Source: an optimization exercise on an open RTL-to-GDS flow (aim: small area, a short achievable clock period and few clock cycles per item). Production flows keep margins and buffers that such runs may drop. The RTL was checked by simulation tests, not by an equivalence proof against the original design. Power figures rest on the tool's default switching activity, not on a simulated workload.

==> inputs of exp/zinc <==
==> flow/design.v <==
module gobang_move_sequencer #(
   parameter int BOARD_N = 15,
   parameter int WIN_LEN = 5
) (
   input  logic                         clk,
   input  logic                         rst_n,
   input  logic                         new_game,
   input  logic                         move_valid,
   output logic                         move_ready,
   input  logic [3:0]                   move_row,
   input  logic [3:0]                   move_col,
   output logic                         result_valid,
   output logic [1:0]                   result_code,
   output logic                         winner,
   output logic                         turn,
   output logic                         game_over,
   output logic [7:0]                   move_count,
   output logic [BOARD_N*BOARD_N-1:0]   board_black,
   output logic [BOARD_N*BOARD_N-1:0]   board_white
);
   localparam int N     = BOARD_N;
   localparam int CELLS = N * N;
   localparam int W     = WIN_LEN;
   localparam int ND    = 2 * N - 1;      
   logic             result_valid_q;
   logic [1:0]       result_code_q;
   logic             winner_q;
   logic             turn_q;
   logic             over_q;
   logic [7:0]       count_q;
   logic [CELLS-1:0] black_q;
   logic [CELLS-1:0] white_q;
   logic [N-1:0]  rsel, csel;         
   logic [ND-1:0] dsel;               
   logic [ND-1:0] asel;               
   logic [3:0] rh, rl, ch, cl;
   logic [6:0] dh, dl;                
   logic [6:0] sh, sl;                
   always_comb begin
      for (int a = 0; a < 4; a++) begin
         rh[a] = (move_row[3:2] == 2'(a));
         rl[a] = (move_row[1:0] == 2'(a));
         ch[a] = (move_col[3:2] == 2'(a));
         cl[a] = (move_col[1:0] == 2'(a));
      end
      for (int i = 0; i < N; i++) begin
         rsel[i] = rh[i / 4] & rl[i % 4];
         csel[i] = ch[i / 4] & cl[i % 4];
      end
      dh = '0; dl = '0; sh = '0; sl = '0;
      for (int a = 0; a < 4; a++)
         for (int b = 0; b < 4; b++) begin
            dh[b - a + 3] = dh[b - a + 3] | (rh[a] & ch[b]);
            dl[b - a + 3] = dl[b - a + 3] | (rl[a] & cl[b]);
            sh[a + b]     = sh[a + b]     | (rh[a] & ch[b]);
            sl[a + b]     = sl[a + b]     | (rl[a] & cl[b]);
         end
      dsel = '0;
      asel = '0;
      for (int x = 0; x < 7; x++)
         for (int y = 0; y < 7; y++) begin
            if (4*x + y - 15 + N - 1 >= 0 && 4*x + y - 15 + N - 1 < ND)
               dsel[4*x + y - 15 + N - 1] = dsel[4*x + y - 15 + N - 1] | (dh[x] & dl[y]);
            if (4*x + y < ND)
               asel[4*x + y] = asel[4*x + y] | (sh[x] & sl[y]);
         end
   end
   logic [N-1:0] row_b, row_w;
   logic         occ, legal;
   always_comb begin
      row_b = '0;
      row_w = '0;
      for (int i = 0; i < N; i++)
         for (int j = 0; j < N; j++) begin
            row_b[j] = row_b[j] | (rsel[i] & black_q[i*N + j]);
            row_w[j] = row_w[j] | (rsel[i] & white_q[i*N + j]);
         end
      occ   = |(csel & (row_b | row_w));
      legal = (|rsel) && (|csel) && !occ;
   end
   logic [CELLS-1:0] mine;
   logic [N-1:0]     line_h, line_v, line_d, line_a;
   logic [N-1:0]     new_h, new_v, new_d, new_a;
   logic             win_h, win_v, win_d, win_a, win;
   always_comb begin
      mine   = turn_q ? white_q : black_q;
      line_h = turn_q ? row_w : row_b;
      line_v = '0;
      line_d = '0;
      line_a = '0;
      for (int i = 0; i < N; i++)
         for (int j = 0; j < N; j++) begin
            line_v[i] = line_v[i] | (csel[j] & mine[i*N + j]);
            if (j - i >= -(N - W) && j - i <= N - W)
               line_d[i] = line_d[i] | (dsel[j - i + N - 1] & mine[i*N + j]);
            if (i + j >= W - 1 && i + j <= 2*N - 1 - W)
               line_a[i] = line_a[i] | (asel[i + j] & mine[i*N + j]);
         end
      new_h = line_h | csel;
      new_v = line_v | rsel;
      new_d = line_d | rsel;
      new_a = line_a | rsel;
      win_h = 1'b0;
      win_v = 1'b0;
      win_d = 1'b0;
      win_a = 1'b0;
      for (int k = 0; k + W <= N; k++) begin
         win_h = win_h | (&new_h[k +: W]);
         win_v = win_v | (&new_v[k +: W]);
         win_d = win_d | (&new_d[k +: W]);
         win_a = win_a | (&new_a[k +: W]);
      end
      win = win_h | win_v | win_d | win_a;
   end
   logic take, place;
   logic [N-1:0] cb, cw;              
   assign move_ready = !over_q;
   assign take       = move_valid && !over_q && !new_game;
   assign place      = take && legal;
   assign cb         = csel & {N{take && !turn_q}};
   assign cw         = csel & {N{take &&  turn_q}};
   always_ff @(posedge clk or negedge rst_n) begin
      if (!rst_n) begin
         result_valid_q <= 1'b0;
         result_code_q  <= 2'd0;
         winner_q       <= 1'b0;
         turn_q         <= 1'b0;
         over_q         <= 1'b0;
         count_q        <= 8'd0;
      end else if (new_game) begin
         result_valid_q <= 1'b0;
         result_code_q  <= 2'd0;
         winner_q       <= 1'b0;
         turn_q         <= 1'b0;
         over_q         <= 1'b0;
         count_q        <= 8'd0;
      end else begin
         result_valid_q <= take;
         if (take) begin
            if (!legal) begin
               result_code_q <= 2'd3;
            end else begin
               count_q <= count_q + 8'd1;
               if (win) begin
                  result_code_q <= 2'd1;
                  winner_q      <= turn_q;
                  over_q        <= 1'b1;
               end else if (count_q == 8'(CELLS - 1)) begin
                  result_code_q <= 2'd2;
                  over_q        <= 1'b1;
               end else begin
                  result_code_q <= 2'd0;
                  turn_q        <= !turn_q;
               end
            end
         end
      end
   end
   always_ff @(posedge clk or negedge rst_n) begin
      if (!rst_n) begin
         black_q <= '0;
         white_q <= '0;
      end else begin
         for (int i = 0; i < N; i++)
            for (int j = 0; j < N; j++) begin
               black_q[i*N + j] <= (black_q[i*N + j] || (rsel[i] && cb[j])) && !white_q[i*N + j] && !new_game;
               white_q[i*N + j] <= (white_q[i*N + j] || (rsel[i] && cw[j])) && !black_q[i*N + j] && !new_game;
            end
      end
   end
   assign result_valid = result_valid_q;
   assign result_code  = result_code_q;
   assign winner       = winner_q;
   assign turn         = turn_q;
   assign game_over    = over_q;
   assign move_count   = count_q;
   assign board_black  = black_q;
   assign board_white  = white_q;
endmodule
==> flow/flow/run.sh <==
#!/bin/bash
# Standard ORFS layout, with the port buffers made from the smallest buffer cell
# and timing repair aiming 7.6 ns below the clock period.
set -euo pipefail
export BUFFER_PORTS_ARGS="-buffer_cell sky130_fd_sc_hd__buf_1"
export SETUP_SLACK_MARGIN=7.6
bash standard.sh > flow.log 2>&1
==> flow/standard.sh <==
#!/bin/bash
# synth_recipe.tcl (not shown) runs the flow's synth.tcl, then flattens the netlist and writes it again
# the make line also repeats each setting of config.mk as NAME=value (left out here)
make -C /OpenROAD-flow-scripts/flow DESIGN_CONFIG=/design/flow/config.mk WORK_HOME=/design/flow/orfs CLKGATE_MAP_FILE= SYNTH_SCRIPT=/design/flow/synth_recipe.tcl "${@:-finish}"
==> flow/config.mk <==
export PLATFORM = sky130hd
export DESIGN_NAME = gobang_move_sequencer
export DESIGN_NICKNAME = gobang_move_sequencer
export VERILOG_FILES = /design/flow/design.v
export SDC_FILE = /design/flow/constraint.sdc
export NUM_CORES = 4
export LEC_CHECK = 0
export ABC_AREA = 1
export CAP_MARGIN = 30
export CORE_MARGIN = 2
export CORE_UTILIZATION = 35
export PLACE_DENSITY = 0.5
export SLEW_MARGIN = 30
==> flow/constraint.sdc <==
create_clock -name core_clock -period 12.0 [get_ports {clk}]
set_input_delay 2.4000 -clock core_clock [delete_from_list [all_inputs] [get_ports {clk}]]
set_output_delay 2.4000 -clock core_clock [all_outputs]
set_load 0.01 [all_outputs]
==> exp/tundra (differences from exp/zinc) <==
--- a/flow/design.v
+++ b/flow/design.v
@@ -33,36 +33,17 @@
    logic [N-1:0]  rsel, csel;         
    logic [ND-1:0] dsel;               
    logic [ND-1:0] asel;               
-   logic [3:0] rh, rl, ch, cl;
-   logic [6:0] dh, dl;                
-   logic [6:0] sh, sl;                
    always_comb begin
-      for (int a = 0; a < 4; a++) begin
-         rh[a] = (move_row[3:2] == 2'(a));
-         rl[a] = (move_row[1:0] == 2'(a));
-         ch[a] = (move_col[3:2] == 2'(a));
-         cl[a] = (move_col[1:0] == 2'(a));
+      for (int i = 0; i < N; i++) begin
+         rsel[i] = (move_row == 4'(i));
+         csel[i] = (move_col == 4'(i));
       end
-      for (int i = 0; i < N; i++) begin
-         rsel[i] = rh[i / 4] & rl[i % 4];
-         csel[i] = ch[i / 4] & cl[i % 4];
-      end
-      dh = '0; dl = '0; sh = '0; sl = '0;
-      for (int a = 0; a < 4; a++)
-         for (int b = 0; b < 4; b++) begin
-            dh[b - a + 3] = dh[b - a + 3] | (rh[a] & ch[b]);
-            dl[b - a + 3] = dl[b - a + 3] | (rl[a] & cl[b]);
-            sh[a + b]     = sh[a + b]     | (rh[a] & ch[b]);
-            sl[a + b]     = sl[a + b]     | (rl[a] & cl[b]);
-         end
       dsel = '0;
       asel = '0;
-      for (int x = 0; x < 7; x++)
-         for (int y = 0; y < 7; y++) begin
-            if (4*x + y - 15 + N - 1 >= 0 && 4*x + y - 15 + N - 1 < ND)
-               dsel[4*x + y - 15 + N - 1] = dsel[4*x + y - 15 + N - 1] | (dh[x] & dl[y]);
-            if (4*x + y < ND)
-               asel[4*x + y] = asel[4*x + y] | (sh[x] & sl[y]);
+      for (int i = 0; i < N; i++)
+         for (int j = 0; j < N; j++) begin
+            dsel[j - i + N - 1] = dsel[j - i + N - 1] | (rsel[i] & csel[j]);
+            asel[i + j]         = asel[i + j]         | (rsel[i] & csel[j]);
          end
    end
    logic [N-1:0] row_b, row_w;
@@ -163,8 +144,8 @@
       end else begin
          for (int i = 0; i < N; i++)
             for (int j = 0; j < N; j++) begin
-               black_q[i*N + j] <= (black_q[i*N + j] || (rsel[i] && cb[j])) && !white_q[i*N + j] && !new_game;
-               white_q[i*N + j] <= (white_q[i*N + j] || (rsel[i] && cw[j])) && !black_q[i*N + j] && !new_game;
+               black_q[i*N + j] <= (black_q[i*N + j] && !new_game) || (rsel[i] && cb[j] && !white_q[i*N + j]);
+               white_q[i*N + j] <= (white_q[i*N + j] && !new_game) || (rsel[i] && cw[j] && !black_q[i*N + j]);
             end
       end
    end
==> flow/flow/run.sh (replaced) <==
#!/bin/bash
# Standard ORFS layout, with the port buffers made from the smallest buffer cell
# and timing repair aiming 7 ns below the clock period.
set -euo pipefail
export BUFFER_PORTS_ARGS="-buffer_cell sky130_fd_sc_hd__buf_1"
export SETUP_SLACK_MARGIN=7
bash standard.sh > flow.log 2>&1
- ABC_AREA: 1 -> unset
- CORE_UTILIZATION: 35 -> 40
- PLACE_DENSITY: 0.5 -> unset
==> exp/umber (differences from exp/zinc) <==
--- a/flow/design.v
+++ b/flow/design.v
@@ -33,36 +33,17 @@
    logic [N-1:0]  rsel, csel;         
    logic [ND-1:0] dsel;               
    logic [ND-1:0] asel;               
-   logic [3:0] rh, rl, ch, cl;
-   logic [6:0] dh, dl;                
-   logic [6:0] sh, sl;                
    always_comb begin
-      for (int a = 0; a < 4; a++) begin
-         rh[a] = (move_row[3:2] == 2'(a));
-         rl[a] = (move_row[1:0] == 2'(a));
-         ch[a] = (move_col[3:2] == 2'(a));
-         cl[a] = (move_col[1:0] == 2'(a));
+      for (int i = 0; i < N; i++) begin
+         rsel[i] = (move_row == 4'(i));
+         csel[i] = (move_col == 4'(i));
       end
-      for (int i = 0; i < N; i++) begin
-         rsel[i] = rh[i / 4] & rl[i % 4];
-         csel[i] = ch[i / 4] & cl[i % 4];
-      end
-      dh = '0; dl = '0; sh = '0; sl = '0;
-      for (int a = 0; a < 4; a++)
-         for (int b = 0; b < 4; b++) begin
-            dh[b - a + 3] = dh[b - a + 3] | (rh[a] & ch[b]);
-            dl[b - a + 3] = dl[b - a + 3] | (rl[a] & cl[b]);
-            sh[a + b]     = sh[a + b]     | (rh[a] & ch[b]);
-            sl[a + b]     = sl[a + b]     | (rl[a] & cl[b]);
-         end
       dsel = '0;
       asel = '0;
-      for (int x = 0; x < 7; x++)
-         for (int y = 0; y < 7; y++) begin
-            if (4*x + y - 15 + N - 1 >= 0 && 4*x + y - 15 + N - 1 < ND)
-               dsel[4*x + y - 15 + N - 1] = dsel[4*x + y - 15 + N - 1] | (dh[x] & dl[y]);
-            if (4*x + y < ND)
-               asel[4*x + y] = asel[4*x + y] | (sh[x] & sl[y]);
+      for (int i = 0; i < N; i++)
+         for (int j = 0; j < N; j++) begin
+            dsel[j - i + N - 1] = dsel[j - i + N - 1] | (rsel[i] & csel[j]);
+            asel[i + j]         = asel[i + j]         | (rsel[i] & csel[j]);
          end
    end
    logic [N-1:0] row_b, row_w;
@@ -117,8 +98,8 @@
    assign move_ready = !over_q;
    assign take       = move_valid && !over_q && !new_game;
    assign place      = take && legal;
-   assign cb         = csel & {N{take && !turn_q}};
-   assign cw         = csel & {N{take &&  turn_q}};
+   assign cb         = csel & {N{place && !turn_q}};
+   assign cw         = csel & {N{place &&  turn_q}};
    always_ff @(posedge clk or negedge rst_n) begin
       if (!rst_n) begin
          result_valid_q <= 1'b0;
@@ -163,8 +144,8 @@
       end else begin
          for (int i = 0; i < N; i++)
             for (int j = 0; j < N; j++) begin
-               black_q[i*N + j] <= (black_q[i*N + j] || (rsel[i] && cb[j])) && !white_q[i*N + j] && !new_game;
-               white_q[i*N + j] <= (white_q[i*N + j] || (rsel[i] && cw[j])) && !black_q[i*N + j] && !new_game;
+               black_q[i*N + j] <= (black_q[i*N + j] && !new_game) || (rsel[i] && cb[j]);
+               white_q[i*N + j] <= (white_q[i*N + j] && !new_game) || (rsel[i] && cw[j]);
             end
       end
    end
==> flow/run.sh (new file) <==
#!/bin/bash
# synth_recipe.tcl (not shown) runs the flow's synth.tcl, then flattens the netlist and writes it again
# the make line also repeats each setting of config.mk as NAME=value (left out here)
make -C /OpenROAD-flow-scripts/flow DESIGN_CONFIG=/design/flow/config.mk WORK_HOME=/design/flow/orfs CLKGATE_MAP_FILE= SYNTH_SCRIPT=/design/flow/synth_recipe.tcl finish
- ABC_AREA: 1 -> unset
- CAP_MARGIN: 30 -> 20
- CORE_UTILIZATION: 35 -> 40
- PLACE_DENSITY: 0.5 -> unset
- SETUP_SLACK_MARGIN: unset -> 5
- SLEW_MARGIN: 30 -> 20
removed: flow/flow/run.sh
removed: flow/standard.sh
==> exp/amber (differences from exp/zinc) <==
==> flow/flow/run.sh (replaced) <==
#!/bin/bash
# Standard ORFS layout, with the port buffers made from the smallest buffer cell
# and timing repair aiming 7 ns below the clock period.
set -euo pipefail
export BUFFER_PORTS_ARGS="-buffer_cell sky130_fd_sc_hd__buf_1"
export SETUP_SLACK_MARGIN=7
bash standard.sh > flow.log 2>&1
- ABC_AREA: 1 -> unset
==> comparison table <==
quantity                                                      exp/zinc   exp/umber                 exp/tundra   exp/amber
Part of the power in combinational logic                         14.5%       14.4%                          -       17.3%
Count of clock-net buffers in the final layout                      79          67                          -          74
Sw frac                                                          31.3%       31.2%                          -       29.9%
Post-synthesis xor/xnor area fraction                           0.111%      0.143%                     0.194%      0.620%
Share of the final layout cell area in multi-input gates         46.9%       43.6%                          -       47.1%
Final clock period utilization by the worst path                 40.7%       61.5%                          -       44.3%
Start point of the worst hold path                        black_q[133]  count_q[7]                          -  white_q[4]
Levels on crit path                                                 21          15                          -          14
Multi-input combinational cell area                         19,500 um2  17,000 um2                          -  18,400 um2
Fin Clk Skew                                                 0.0382 ns   0.0289 ns                          -   0.0526 ns
Run status                                    timing/DRC/antenna clean  timing/DRC/antenna clean  aborted with a tool error  timing/DRC/antenna clean
Last stage reached                                                   -           -                    5_1_grt           -
Post-synthesis instance total                                    5,239       3,540                      3,595       3,325
Endpoint of the worst-slack reg-to-reg timing path            winner_q      turn_q                          -      turn_q
Final wirelength                                            265,000 um  283,000 um                          -  273,000 um
# Taps                                                           1,176       1,030                          -       1,144
Post-synthesis cell type count                                      39          98                         91         111
Max Cap Violations                                                   0           0                          -           0
Critical path arrival                                          5.43 ns     7.96 ns                          -     5.90 ns
Synthesized net count                                            5,253       3,554                      3,609       3,339
Type of element launching the critical path                  input pin   input pin                          -   input pin
Layout Cell Area excl Fill                                  41,500 um2  39,100 um2                          -  39,200 um2
TritonCTS clock tree                                              done        done                          -        done
DR top layer                                                      met5        met5                          -        met5
DP Cell Count                                                    6,715       4,853                      4,919       4,742
Floorplan row count                                                110         101                        102         107
Fraction of standard cell area that is sequential                28.0%       29.7%                          -       29.6%
Part of the total power dissipated in the clock network          44.4%       43.0%                          -       41.8%
Testbench counts of exp/zinc, summed over its fixed seeds: cycles 5,179, moves 5,091.
Testbench counts of exp/tundra, summed over its fixed seeds: cycles 5,179, moves 5,091.
Testbench counts of exp/umber, summed over its fixed seeds: cycles 5,179, moves 5,091.
Testbench counts of exp/amber, summed over its fixed seeds: cycles 5,179, moves 5,091.

==> port drivers added, routing unchanged <==
Ports are ideal in the flow. The routed layouts listed here were re-timed in OpenROAD.
Step 1 (the two cells are an assumption about what drives the block):
set clk [get_ports {clk}]
set_driving_cell -lib_cell sky130_fd_sc_hd__clkbuf_16 $clk
set_driving_cell -lib_cell sky130_fd_sc_hd__buf_2 [delete_from_list [all_inputs] $clk]
Step 2 moves the port delays by t, midway between the first and last clock arrival at a register: inputs arrive t later, outputs are due t later. That takes back most of the time a late clock gives input paths.
a / b / c = ideal / step 1 / step 2; a / b = the first two.
run	t (ns)	setup WS [ns]	worst setup path after step 2	pins driven straight from the clock port
exp/zinc	0.755	7.113 / 7.061 / 6.306	input to register	1
exp/umber	0.754	4.621 / 4.672 / 3.918	input to register	1
exp/amber	0.747	6.687 / 6.503 / 5.756	input to register	1
After both steps setup and hold are still met in every run listed. For exp/amber, which loses most, drivers alone change the setup slack by -0.184 ns; drivers and shift together by -0.931 ns.
